From an optimization exercise on the open Yosys and OpenROAD flow, aimed at small area, a short achievable clock period and few clock cycles; shortcuts taken in it are not production practice. In this exercise RTL edits were held to simulation tests only and were not proved equivalent to the original. Power and IR drop assume default switching activity.

==> inputs of branch pepper <==
Design alu_multiciclo, start of the top module:
module alu_multiciclo
#(
    parameter int LARGURA = 32
) (
    input  logic               clock,
    input  logic               reset,
    input  logic               inicio,
    input  logic [4:0]         controle,
    input  logic [LARGURA-1:0] a,
    input  logic [LARGURA-1:0] b,
    output logic [LARGURA-1:0] saida,
    output logic               zero,
    output logic               overflow,
    output logic [LARGURA-1:0] hi,
    output logic [LARGURA-1:0] lo,
    output logic               ocupado,
    output logic               pronto
);
    logic [alu_pkg::NST-1:0] st_q, st_d;   
    logic        sgn_q;       
    logic        negq_q;      
    logic        negr_q;      
    logic        negb_q;      
    logic [31:0] hi_q, lo_q;
    logic [32:0] m_q;         
    logic [36:0] qr_q;        
    logic [4:0]  cnt_q;       
    logic [31:0] saida_q;
    logic        ovf_q;
    logic        pronto_q;
    logic idle, emite, op_md, e_md, e_sc;
  ...
Settings: LEC_CHECK=0, ABC_AREA=1, CAP_MARGIN=20, CORE_MARGIN=2, CORE_UTILIZATION=40, SETUP_SLACK_MARGIN=2.5, SLEW_MARGIN=20; clock period 8.0 ns.
run.sh (not shown) runs the stock make flow with config.mk's settings and CLKGATE_MAP_FILE= SYNTH_SCRIPT=/design/flow/synth_recipe.tcl, a recipe that flattens the netlist after the stock synthesis.
==> branch yarrow (differences from branch pepper) <==
--- a/flow/design.v
+++ b/flow/design.v
@@ -151,17 +151,18 @@
     output logic               pronto
 );
     logic [alu_pkg::NST-1:0] st_q, st_d;   
     logic        sgn_q;       
     logic        negq_q;      
     logic        negr_q;      
     logic        negb_q;      
+    logic        swap_q;      
     logic [31:0] hi_q, lo_q;
     logic [32:0] m_q;         
-    logic [36:0] qr_q;        
+    logic [35:0] qr_q;        
     logic [4:0]  cnt_q;       
     logic [31:0] saida_q;
     logic        ovf_q;
     logic        pronto_q;
     logic idle, emite, op_md, e_md, e_sc;
     logic s_mit, s_dit, s_mset, s_dset, s_nega, s_negb, s_fixr, s_fixq;
     assign idle   = st_q[alu_pkg::S_IDLE];
@@ -221,23 +222,27 @@
     assign ovf_raw = (a[31] == bx[31]) && (asum[31] != a[31]);
     assign slt     = asum[31] ^ ovf_raw;
     assign sltu    = !asum[32];
     logic [31:0] sh_in, sh_r, sh_out, sh_src;
     logic [4:0]  sh_amt;
     logic        sh_fill;
     logic [31:0] sv [6];
+    logic [31:0] mp, mc;
+    assign mp = swap_q ? hi_q : m_q[31:0];
+    assign mc = swap_q ? m_q[31:0] : hi_q;
     always_comb begin
-        sh_src  = m_q[31:0];
+        sh_src  = s_dset ? m_q[31:0] : mp;
         sh_fill = (controle == alu_pkg::OP_SRA) && a[31] && idle;
         for (int i = 0; i < 32; i++) begin
             if (idle) sh_in[i] = (controle == alu_pkg::OP_SLL) ? a[31-i] : a[i];
             else      sh_in[i] = sh_src[31-i];
         end
-        if (idle) sh_amt = b[4:0];
-        else      sh_amt = cnt_q;
+        if (idle)        sh_amt = b[4:0];
+        else if (s_dset) sh_amt = cnt_q;
+        else             sh_amt = {~cnt_q[2:0], 2'b00};
         sv[0] = sh_in;
         for (int k = 0; k < 5; k++) begin
             for (int i = 0; i < 32; i++) begin
                 if (i + (1 << k) < 32)
                     sv[k+1][i] = sh_amt[k] ? sv[k][i + (1 << k)] : sv[k][i];
                 else
                     sv[k+1][i] = sh_amt[k] ? sh_fill : sv[k][i];
@@ -297,15 +302,15 @@
     assign last = (cnt_q == 5'd0);
     logic done;
     always_comb begin
         st_d = '0;
         done = 1'b0;
         if (idle) begin
             if (e_md && !e_fast) begin
-                if (!controle[1])                  st_d[alu_pkg::S_MIT]  = 1'b1;
+                if (!controle[1])                  st_d[alu_pkg::S_MSET] = 1'b1;
                 else if (!controle[0] && a[31])    st_d[alu_pkg::S_NEGA] = 1'b1;
                 else if (!controle[0] && b[31])    st_d[alu_pkg::S_NEGB] = 1'b1;
                 else                               st_d[alu_pkg::S_DSET] = 1'b1;
             end else begin
                 st_d[alu_pkg::S_IDLE] = 1'b1;
                 done = emite;
             end
@@ -323,56 +328,49 @@
             else             done = 1'b1;
         end
         if (s_fixr) begin
             if (negq_q) st_d[alu_pkg::S_FIXQ] = 1'b1;
             else        done = 1'b1;
         end
         if (s_fixq) done = 1'b1;
+        if (s_mset) st_d[alu_pkg::S_MIT] = 1'b1;
         if (s_mit) begin
             if (!last) st_d[alu_pkg::S_MIT] = 1'b1;
             else       done = 1'b1;
         end
         if (done && !idle) st_d[alu_pkg::S_IDLE] = 1'b1;
     end
     always_comb begin
         if (st_d[alu_pkg::S_MIT])
-            dctl_d = booth2(s_mit ? pairsel(qr_q, cnt_q[3:0] - 4'd1) : (swap ? wa : wb));
+            dctl_d = booth2(s_mset ? ((cnt_q == 5'd8) ? {4'b0000, mp[31]} : sh_out[31:27])
+                                   : qr_q[31:27]);
         else
             dctl_d = {3'b100, !(st_d[alu_pkg::S_DIT] || st_d[alu_pkg::S_NEGB]), 2'b01};
     end
-    function automatic logic [4:0] pairsel(input logic [36:0] w, input logic [3:0] k);
-        pairsel = w[4*k +: 5];
-    endfunction
-    logic [36:0] ya, yb;
-    logic [4:0]  wa, wb;
-    assign ya = {{4{sg && a[31]}}, a, 1'b0};
-    assign yb = {{4{sg && b[31]}}, b, 1'b0};
-    assign wa = pairsel(ya, pa[5:2]);
-    assign wb = pairsel(yb, pb[5:2]);
     logic        qbit, hi_sum, hi_hold, lo_hold, m_hold;
     logic [31:0] hi_n, lo_n;
     logic [32:0] m_n;
     assign qbit    = !sum[32];
     assign hi_sum  = s_nega || s_fixr || (s_dit && qbit);
-    assign hi_hold = !(e_md || hi_sum || s_mit);
-    assign hi_n    = ({32{e_md && controle[1]}} & a)
+    assign hi_hold = !(e_md || hi_sum || s_mit || s_mset);
+    assign hi_n    = ({32{e_md && !(e_mz && !controle[1])}} & a)
                    | ({32{hi_sum}}  & sum[31:0])
                    | ({32{s_mit}}   & {p_up, sum[36:32]})
                    | ({32{hi_hold}} & hi_q);
-    assign lo_hold = !(s_fixq || s_mit || s_dit || s_dset || e_md);
+    assign lo_hold = !(s_fixq || s_mit || s_dit || s_dset || s_mset || e_md);
     assign lo_n    = ({32{s_fixq || s_mit}}    & sum[31:0])
                    | ({32{s_dit}}              & {lo_q[30:0], qbit})
                    | ({32{e_md && controle[1] && e_dz}})
                    | ({32{lo_hold}}            & lo_q);
-    assign m_hold  = !(e_md || s_negb || s_dset || s_dit);
-    assign m_n     = ({33{e_md && (controle[1] || swap)}} & {sg && b[31], b})
-                   | ({33{e_md && !controle[1] && !swap}} & {sg && a[31], a})
+    assign m_hold  = !(e_md || s_negb || s_dset || s_dit || s_mset);
+    assign m_n     = ({33{e_md}}                       & {sg && b[31], b})
                    | ({33{s_negb}}                     & {1'b0, sum[31:0]})
                    | ({33{s_dset}}                     & {1'b0, sh_out})
                    | ({33{s_dit}}                      & {1'b0, m_q[32:1]})
+                   | ({33{s_mset}}                     & {sgn_q && mc[31], mc})
                    | ({33{m_hold}}                     & m_q);
     always_ff @(posedge clock) begin
         if (reset) begin
             st_q     <= '0;
             st_q[alu_pkg::S_IDLE] <= 1'b1;
             saida_q  <= '0;
             ovf_q    <= 1'b0;
@@ -393,19 +391,21 @@
     always_ff @(posedge clock) begin
         m_q <= m_n;
         if (e_md) begin
             sgn_q  <= sg;
             negq_q <= sg && (a[31] ^ b[31]);
             negr_q <= sg && a[31];
             negb_q <= sg && b[31];
+            swap_q <= swap;
             cnt_q  <= controle[1] ? dshift[4:0] : {1'b0, swap ? pa[5:2] : pb[5:2]};
         end
         if (s_dit || s_mit) cnt_q <= cnt_q - 5'd1;
-        if (e_md) qr_q <= swap ? ya : yb;
+        if (s_mset) qr_q <= (cnt_q == 5'd8) ? {4'b0000, mp} : {sh_out, 4'b0000};
         dctl_q <= dctl_d;
+        if (s_mit)  qr_q <= {qr_q[31:0], 4'b0000};
     end
     assign saida    = saida_q;
     assign zero     = (saida_q == '0);
     assign overflow = ovf_q;
     assign hi       = hi_q;
     assign lo       = lo_q;
     assign ocupado  = !idle;
--- a/flow/config.mk
+++ b/flow/config.mk
@@ -5,9 +5,9 @@
 export SDC_FILE = /design/flow/constraint.sdc
 export NUM_CORES = 4
 export LEC_CHECK = 0
 export ABC_AREA = 1
 export CAP_MARGIN = 20
 export CORE_MARGIN = 2
 export CORE_UTILIZATION = 40
-export SETUP_SLACK_MARGIN = 2.5
+export SETUP_SLACK_MARGIN = 2.0
 export SLEW_MARGIN = 20
==> branch maple (differences from branch pepper) <==
==> flow/config.mk (replaced) <==
export PLATFORM = sky130hd
export DESIGN_NAME = alu_multiciclo
export DESIGN_NICKNAME = alu_multiciclo
export VERILOG_FILES = /design/flow/design.v
export SDC_FILE = /design/flow/constraint.sdc
export NUM_CORES = 4
export LEC_CHECK = 0
export ABC_AREA = 1
export CAP_MARGIN = 20
export CORE_MARGIN = 2
export CORE_UTILIZATION = 35
export SETUP_SLACK_MARGIN = 2.0
export SLEW_MARGIN = 20
==> run notes <==
In synthesized cell count, branch maple and branch pepper do not differ.
Global-route usage: branch yarrow > branch pepper > branch maple.
The highest worst hold slack belongs to branch maple, the lowest to branch yarrow.
Against branch maple, the maximum frequency of branch yarrow is higher by 0.98%.
Area after synthesis: branch maple is higher than branch yarrow (about 1.1%).
The lowest clock power belongs to branch pepper, the highest to branch maple.
Between branch pepper and branch yarrow, the lower cell count is in branch yarrow (gap about 4%, measured against branch yarrow).
Via count, highest first: branch pepper, branch yarrow, branch maple.
Testbench counts of branch pepper, summed over its fixed seeds: cycles 9,391.
Testbench counts of branch yarrow, summed over its fixed seeds: cycles 9,971.
Testbench counts of branch maple, summed over its fixed seeds: cycles 9,391.

========
==> inputs of job 4292 <==
alu_multiciclo with an RTL version that a note above also has.
Settings: LEC_CHECK=0, ABC_AREA=1, CAP_MARGIN=20, CORE_MARGIN=2, CORE_UTILIZATION=40, SETUP_SLACK_MARGIN=3.0, SLEW_MARGIN=20; clock period 8.0 ns.
==> inputs of job 6181, as changes to job 4292 <==
--- a/flow/design.v
+++ b/flow/design.v
@@ -152,16 +152,15 @@
 );
     logic [alu_pkg::NST-1:0] st_q, st_d;   
     logic        sgn_q;       
     logic        negq_q;      
     logic        negr_q;      
     logic        negb_q;      
-    logic        swap_q;      
     logic [31:0] hi_q, lo_q;
     logic [32:0] m_q;         
-    logic [35:0] qr_q;        
+    logic [36:0] qr_q;        
     logic [4:0]  cnt_q;       
     logic [31:0] saida_q;
     logic        ovf_q;
     logic        pronto_q;
     logic idle, emite, op_md, e_md, e_sc;
     logic s_mit, s_dit, s_mset, s_dset, s_nega, s_negb, s_fixr, s_fixq;
@@ -223,25 +222,21 @@
     assign slt     = asum[31] ^ ovf_raw;
     assign sltu    = !asum[32];
     logic [31:0] sh_in, sh_r, sh_out, sh_src;
     logic [4:0]  sh_amt;
     logic        sh_fill;
     logic [31:0] sv [6];
-    logic [31:0] mp, mc;
-    assign mp = swap_q ? hi_q : m_q[31:0];
-    assign mc = swap_q ? m_q[31:0] : hi_q;
     always_comb begin
-        sh_src  = s_dset ? m_q[31:0] : mp;
+        sh_src  = m_q[31:0];
         sh_fill = (controle == alu_pkg::OP_SRA) && a[31] && idle;
         for (int i = 0; i < 32; i++) begin
             if (idle) sh_in[i] = (controle == alu_pkg::OP_SLL) ? a[31-i] : a[i];
             else      sh_in[i] = sh_src[31-i];
         end
-        if (idle)        sh_amt = b[4:0];
-        else if (s_dset) sh_amt = cnt_q;
-        else             sh_amt = {~cnt_q[2:0], 2'b00};
+        if (idle) sh_amt = b[4:0];
+        else      sh_amt = cnt_q;
         sv[0] = sh_in;
         for (int k = 0; k < 5; k++) begin
             for (int i = 0; i < 32; i++) begin
                 if (i + (1 << k) < 32)
                     sv[k+1][i] = sh_amt[k] ? sv[k][i + (1 << k)] : sv[k][i];
                 else
@@ -303,13 +298,13 @@
     logic done;
     always_comb begin
         st_d = '0;
         done = 1'b0;
         if (idle) begin
             if (e_md && !e_fast) begin
-                if (!controle[1])                  st_d[alu_pkg::S_MSET] = 1'b1;
+                if (!controle[1])                  st_d[alu_pkg::S_MIT]  = 1'b1;
                 else if (!controle[0] && a[31])    st_d[alu_pkg::S_NEGA] = 1'b1;
                 else if (!controle[0] && b[31])    st_d[alu_pkg::S_NEGB] = 1'b1;
                 else                               st_d[alu_pkg::S_DSET] = 1'b1;
             end else begin
                 st_d[alu_pkg::S_IDLE] = 1'b1;
                 done = emite;
@@ -329,47 +324,54 @@
         end
         if (s_fixr) begin
             if (negq_q) st_d[alu_pkg::S_FIXQ] = 1'b1;
             else        done = 1'b1;
         end
         if (s_fixq) done = 1'b1;
-        if (s_mset) st_d[alu_pkg::S_MIT] = 1'b1;
         if (s_mit) begin
             if (!last) st_d[alu_pkg::S_MIT] = 1'b1;
             else       done = 1'b1;
         end
         if (done && !idle) st_d[alu_pkg::S_IDLE] = 1'b1;
     end
     always_comb begin
         if (st_d[alu_pkg::S_MIT])
-            dctl_d = booth2(s_mset ? ((cnt_q == 5'd8) ? {4'b0000, mp[31]} : sh_out[31:27])
-                                   : qr_q[31:27]);
+            dctl_d = booth2(s_mit ? pairsel(qr_q, cnt_q[3:0] - 4'd1) : (swap ? wa : wb));
         else
             dctl_d = {3'b100, !(st_d[alu_pkg::S_DIT] || st_d[alu_pkg::S_NEGB]), 2'b01};
     end
+    function automatic logic [4:0] pairsel(input logic [36:0] w, input logic [3:0] k);
+        pairsel = w[4*k +: 5];
+    endfunction
+    logic [36:0] ya, yb;
+    logic [4:0]  wa, wb;
+    assign ya = {{4{sg && a[31]}}, a, 1'b0};
+    assign yb = {{4{sg && b[31]}}, b, 1'b0};
+    assign wa = pairsel(ya, pa[5:2]);
+    assign wb = pairsel(yb, pb[5:2]);
     logic        qbit, hi_sum, hi_hold, lo_hold, m_hold;
     logic [31:0] hi_n, lo_n;
     logic [32:0] m_n;
     assign qbit    = !sum[32];
     assign hi_sum  = s_nega || s_fixr || (s_dit && qbit);
-    assign hi_hold = !(e_md || hi_sum || s_mit || s_mset);
-    assign hi_n    = ({32{e_md && !(e_mz && !controle[1])}} & a)
+    assign hi_hold = !(e_md || hi_sum || s_mit);
+    assign hi_n    = ({32{e_md && controle[1]}} & a)
                    | ({32{hi_sum}}  & sum[31:0])
                    | ({32{s_mit}}   & {p_up, sum[36:32]})
                    | ({32{hi_hold}} & hi_q);
-    assign lo_hold = !(s_fixq || s_mit || s_dit || s_dset || s_mset || e_md);
+    assign lo_hold = !(s_fixq || s_mit || s_dit || s_dset || e_md);
     assign lo_n    = ({32{s_fixq || s_mit}}    & sum[31:0])
                    | ({32{s_dit}}              & {lo_q[30:0], qbit})
                    | ({32{e_md && controle[1] && e_dz}})
                    | ({32{lo_hold}}            & lo_q);
-    assign m_hold  = !(e_md || s_negb || s_dset || s_dit || s_mset);
-    assign m_n     = ({33{e_md}}                       & {sg && b[31], b})
+    assign m_hold  = !(e_md || s_negb || s_dset || s_dit);
+    assign m_n     = ({33{e_md && (controle[1] || swap)}} & {sg && b[31], b})
+                   | ({33{e_md && !controle[1] && !swap}} & {sg && a[31], a})
                    | ({33{s_negb}}                     & {1'b0, sum[31:0]})
                    | ({33{s_dset}}                     & {1'b0, sh_out})
                    | ({33{s_dit}}                      & {1'b0, m_q[32:1]})
-                   | ({33{s_mset}}                     & {sgn_q && mc[31], mc})
                    | ({33{m_hold}}                     & m_q);
     always_ff @(posedge clock) begin
         if (reset) begin
             st_q     <= '0;
             st_q[alu_pkg::S_IDLE] <= 1'b1;
             saida_q  <= '0;
@@ -392,19 +394,17 @@
         m_q <= m_n;
         if (e_md) begin
             sgn_q  <= sg;
             negq_q <= sg && (a[31] ^ b[31]);
             negr_q <= sg && a[31];
             negb_q <= sg && b[31];
-            swap_q <= swap;
             cnt_q  <= controle[1] ? dshift[4:0] : {1'b0, swap ? pa[5:2] : pb[5:2]};
         end
         if (s_dit || s_mit) cnt_q <= cnt_q - 5'd1;
-        if (s_mset) qr_q <= (cnt_q == 5'd8) ? {4'b0000, mp} : {sh_out, 4'b0000};
+        if (e_md) qr_q <= swap ? ya : yb;
         dctl_q <= dctl_d;
-        if (s_mit)  qr_q <= {qr_q[31:0], 4'b0000};
     end
     assign saida    = saida_q;
     assign zero     = (saida_q == '0);
     assign overflow = ovf_q;
     assign hi       = hi_q;
     assign lo       = lo_q;
SETUP_SLACK_MARGIN = 2.0   (was 3.0)
==> inputs of job 7771, as changes to job 4292 <==
SETUP_SLACK_MARGIN = 1.5   (was 3.0)
==> inputs of job 9887, as changes to job 4292 <==
--- a/flow/design.v
+++ b/flow/design.v
@@ -152,16 +152,15 @@
 );
     logic [alu_pkg::NST-1:0] st_q, st_d;   
     logic        sgn_q;       
     logic        negq_q;      
     logic        negr_q;      
     logic        negb_q;      
-    logic        swap_q;      
     logic [31:0] hi_q, lo_q;
     logic [32:0] m_q;         
-    logic [35:0] qr_q;        
+    logic [36:0] qr_q;        
     logic [4:0]  cnt_q;       
     logic [31:0] saida_q;
     logic        ovf_q;
     logic        pronto_q;
     logic idle, emite, op_md, e_md, e_sc;
     logic s_mit, s_dit, s_mset, s_dset, s_nega, s_negb, s_fixr, s_fixq;
@@ -223,25 +222,21 @@
     assign slt     = asum[31] ^ ovf_raw;
     assign sltu    = !asum[32];
     logic [31:0] sh_in, sh_r, sh_out, sh_src;
     logic [4:0]  sh_amt;
     logic        sh_fill;
     logic [31:0] sv [6];
-    logic [31:0] mp, mc;
-    assign mp = swap_q ? hi_q : m_q[31:0];
-    assign mc = swap_q ? m_q[31:0] : hi_q;
     always_comb begin
-        sh_src  = s_dset ? m_q[31:0] : mp;
+        sh_src  = m_q[31:0];
         sh_fill = (controle == alu_pkg::OP_SRA) && a[31] && idle;
         for (int i = 0; i < 32; i++) begin
             if (idle) sh_in[i] = (controle == alu_pkg::OP_SLL) ? a[31-i] : a[i];
             else      sh_in[i] = sh_src[31-i];
         end
-        if (idle)        sh_amt = b[4:0];
-        else if (s_dset) sh_amt = cnt_q;
-        else             sh_amt = {~cnt_q[2:0], 2'b00};
+        if (idle) sh_amt = b[4:0];
+        else      sh_amt = cnt_q;
         sv[0] = sh_in;
         for (int k = 0; k < 5; k++) begin
             for (int i = 0; i < 32; i++) begin
                 if (i + (1 << k) < 32)
                     sv[k+1][i] = sh_amt[k] ? sv[k][i + (1 << k)] : sv[k][i];
                 else
@@ -303,13 +298,13 @@
     logic done;
     always_comb begin
         st_d = '0;
         done = 1'b0;
         if (idle) begin
             if (e_md && !e_fast) begin
-                if (!controle[1])                  st_d[alu_pkg::S_MSET] = 1'b1;
+                if (!controle[1])                  st_d[alu_pkg::S_MIT]  = 1'b1;
                 else if (!controle[0] && a[31])    st_d[alu_pkg::S_NEGA] = 1'b1;
                 else if (!controle[0] && b[31])    st_d[alu_pkg::S_NEGB] = 1'b1;
                 else                               st_d[alu_pkg::S_DSET] = 1'b1;
             end else begin
                 st_d[alu_pkg::S_IDLE] = 1'b1;
                 done = emite;
@@ -329,47 +324,54 @@
         end
         if (s_fixr) begin
             if (negq_q) st_d[alu_pkg::S_FIXQ] = 1'b1;
             else        done = 1'b1;
         end
         if (s_fixq) done = 1'b1;
-        if (s_mset) st_d[alu_pkg::S_MIT] = 1'b1;
         if (s_mit) begin
             if (!last) st_d[alu_pkg::S_MIT] = 1'b1;
             else       done = 1'b1;
         end
         if (done && !idle) st_d[alu_pkg::S_IDLE] = 1'b1;
     end
     always_comb begin
         if (st_d[alu_pkg::S_MIT])
-            dctl_d = booth2(s_mset ? ((cnt_q == 5'd8) ? {4'b0000, mp[31]} : sh_out[31:27])
-                                   : qr_q[31:27]);
+            dctl_d = booth2(s_mit ? pairsel(qr_q, cnt_q[3:0] - 4'd1) : (swap ? wa : wb));
         else
             dctl_d = {3'b100, !(st_d[alu_pkg::S_DIT] || st_d[alu_pkg::S_NEGB]), 2'b01};
     end
+    function automatic logic [4:0] pairsel(input logic [36:0] w, input logic [3:0] k);
+        pairsel = w[4*k +: 5];
+    endfunction
+    logic [36:0] ya, yb;
+    logic [4:0]  wa, wb;
+    assign ya = {{4{sg && a[31]}}, a, 1'b0};
+    assign yb = {{4{sg && b[31]}}, b, 1'b0};
+    assign wa = pairsel(ya, pa[5:2]);
+    assign wb = pairsel(yb, pb[5:2]);
     logic        qbit, hi_sum, hi_hold, lo_hold, m_hold;
     logic [31:0] hi_n, lo_n;
     logic [32:0] m_n;
     assign qbit    = !sum[32];
     assign hi_sum  = s_nega || s_fixr || (s_dit && qbit);
-    assign hi_hold = !(e_md || hi_sum || s_mit || s_mset);
-    assign hi_n    = ({32{e_md && !(e_mz && !controle[1])}} & a)
+    assign hi_hold = !(e_md || hi_sum || s_mit);
+    assign hi_n    = ({32{e_md && controle[1]}} & a)
                    | ({32{hi_sum}}  & sum[31:0])
                    | ({32{s_mit}}   & {p_up, sum[36:32]})
                    | ({32{hi_hold}} & hi_q);
-    assign lo_hold = !(s_fixq || s_mit || s_dit || s_dset || s_mset || e_md);
+    assign lo_hold = !(s_fixq || s_mit || s_dit || s_dset || e_md);
     assign lo_n    = ({32{s_fixq || s_mit}}    & sum[31:0])
                    | ({32{s_dit}}              & {lo_q[30:0], qbit})
                    | ({32{e_md && controle[1] && e_dz}})
                    | ({32{lo_hold}}            & lo_q);
-    assign m_hold  = !(e_md || s_negb || s_dset || s_dit || s_mset);
-    assign m_n     = ({33{e_md}}                       & {sg && b[31], b})
+    assign m_hold  = !(e_md || s_negb || s_dset || s_dit);
+    assign m_n     = ({33{e_md && (controle[1] || swap)}} & {sg && b[31], b})
+                   | ({33{e_md && !controle[1] && !swap}} & {sg && a[31], a})
                    | ({33{s_negb}}                     & {1'b0, sum[31:0]})
                    | ({33{s_dset}}                     & {1'b0, sh_out})
                    | ({33{s_dit}}                      & {1'b0, m_q[32:1]})
-                   | ({33{s_mset}}                     & {sgn_q && mc[31], mc})
                    | ({33{m_hold}}                     & m_q);
     always_ff @(posedge clock) begin
         if (reset) begin
             st_q     <= '0;
             st_q[alu_pkg::S_IDLE] <= 1'b1;
             saida_q  <= '0;
@@ -392,19 +394,17 @@
         m_q <= m_n;
         if (e_md) begin
             sgn_q  <= sg;
             negq_q <= sg && (a[31] ^ b[31]);
             negr_q <= sg && a[31];
             negb_q <= sg && b[31];
-            swap_q <= swap;
             cnt_q  <= controle[1] ? dshift[4:0] : {1'b0, swap ? pa[5:2] : pb[5:2]};
         end
         if (s_dit || s_mit) cnt_q <= cnt_q - 5'd1;
-        if (s_mset) qr_q <= (cnt_q == 5'd8) ? {4'b0000, mp} : {sh_out, 4'b0000};
+        if (e_md) qr_q <= swap ? ya : yb;
         dctl_q <= dctl_d;
-        if (s_mit)  qr_q <= {qr_q[31:0], 4'b0000};
     end
     assign saida    = saida_q;
     assign zero     = (saida_q == '0);
     assign overflow = ovf_q;
     assign hi       = hi_q;
     assign lo       = lo_q;
CORE_UTILIZATION = 45   (was 40)
SETUP_SLACK_MARGIN = 2.25   (was 3.0)
==> summary of the runs <==
The highest register-to-register slack belongs to job 4292, the lowest to job 7771. In job 6181 the sequential cell count is lower than in job 7771, by 2. Job 6181 went through all stages and came out clean. Job 9887 completed without violations. Job 4292 completed with no timing, DRC or antenna violations. Job 7771 completed without violations. In job 7771 the sequential power is lower than in job 9887, by about 5%. Cell count, highest first: job 4292, job 6181, job 9887, job 7771.
Testbench counts of job 4292, summed over its fixed seeds: cycles 9,971.
Testbench counts of job 6181, summed over its fixed seeds: cycles 9,391.
Testbench counts of job 7771, summed over its fixed seeds: cycles 9,971.
Testbench counts of job 9887, summed over its fixed seeds: cycles 9,391.

==> re-timing with driven ports <==
In the flow no input, the clock included, has a driving cell. The finished layouts below were timed again as built, in two steps.
Step 1 sets driving cells, clkbuf_16 on the clock port and buf_2 on the other inputs (assumed; they add their load-dependent delay and slew).
Step 2 adds t to the input delays and takes it off the output delays; t is the mean of the earliest and latest rising clock arrival at the registers after step 1. Input paths then give back, and output paths get back, about the clock's delay inside the block.
Slacks: ideal ports / drivers / drivers and shift; pairs: ideal ports / drivers.
run	t (ns)	setup WS [ns]	hold WS [ns]	worst register clock-pin slew, ns	worst slew at a driven data input, ns
branch pepper	0.585	2.436 / 2.476 / 1.891	0.477 / 0.477 / 0.477	0.10 / 0.10	0.05
branch yarrow	0.601	2.065 / 2.102 / 1.501	0.475 / 0.475 / 0.475	0.11 / 0.11	0.13
branch maple	0.589	2.007 / 2.037 / 1.447	0.483 / 0.483 / 0.483	0.10 / 0.10	0.08
job 4292	0.569	2.608 / 2.608 / 2.505	0.471 / 0.471 / 0.471	0.09 / 0.09	0.10
job 6181	0.584	2.105 / 2.151 / 1.567	0.480 / 0.480 / 0.480	0.10 / 0.10	0.06
job 7771	0.595	1.716 / 1.756 / 1.161	0.475 / 0.475 / 0.475	0.11 / 0.11	0.13
job 9887	0.583	2.086 / 2.086 / 1.643	0.481 / 0.481 / 0.481	0.09 / 0.09	0.08
After both steps setup and hold are still met in every run listed. For branch yarrow, which loses most, drivers alone change the setup slack by +0.037 ns; drivers and shift together by -0.564 ns.
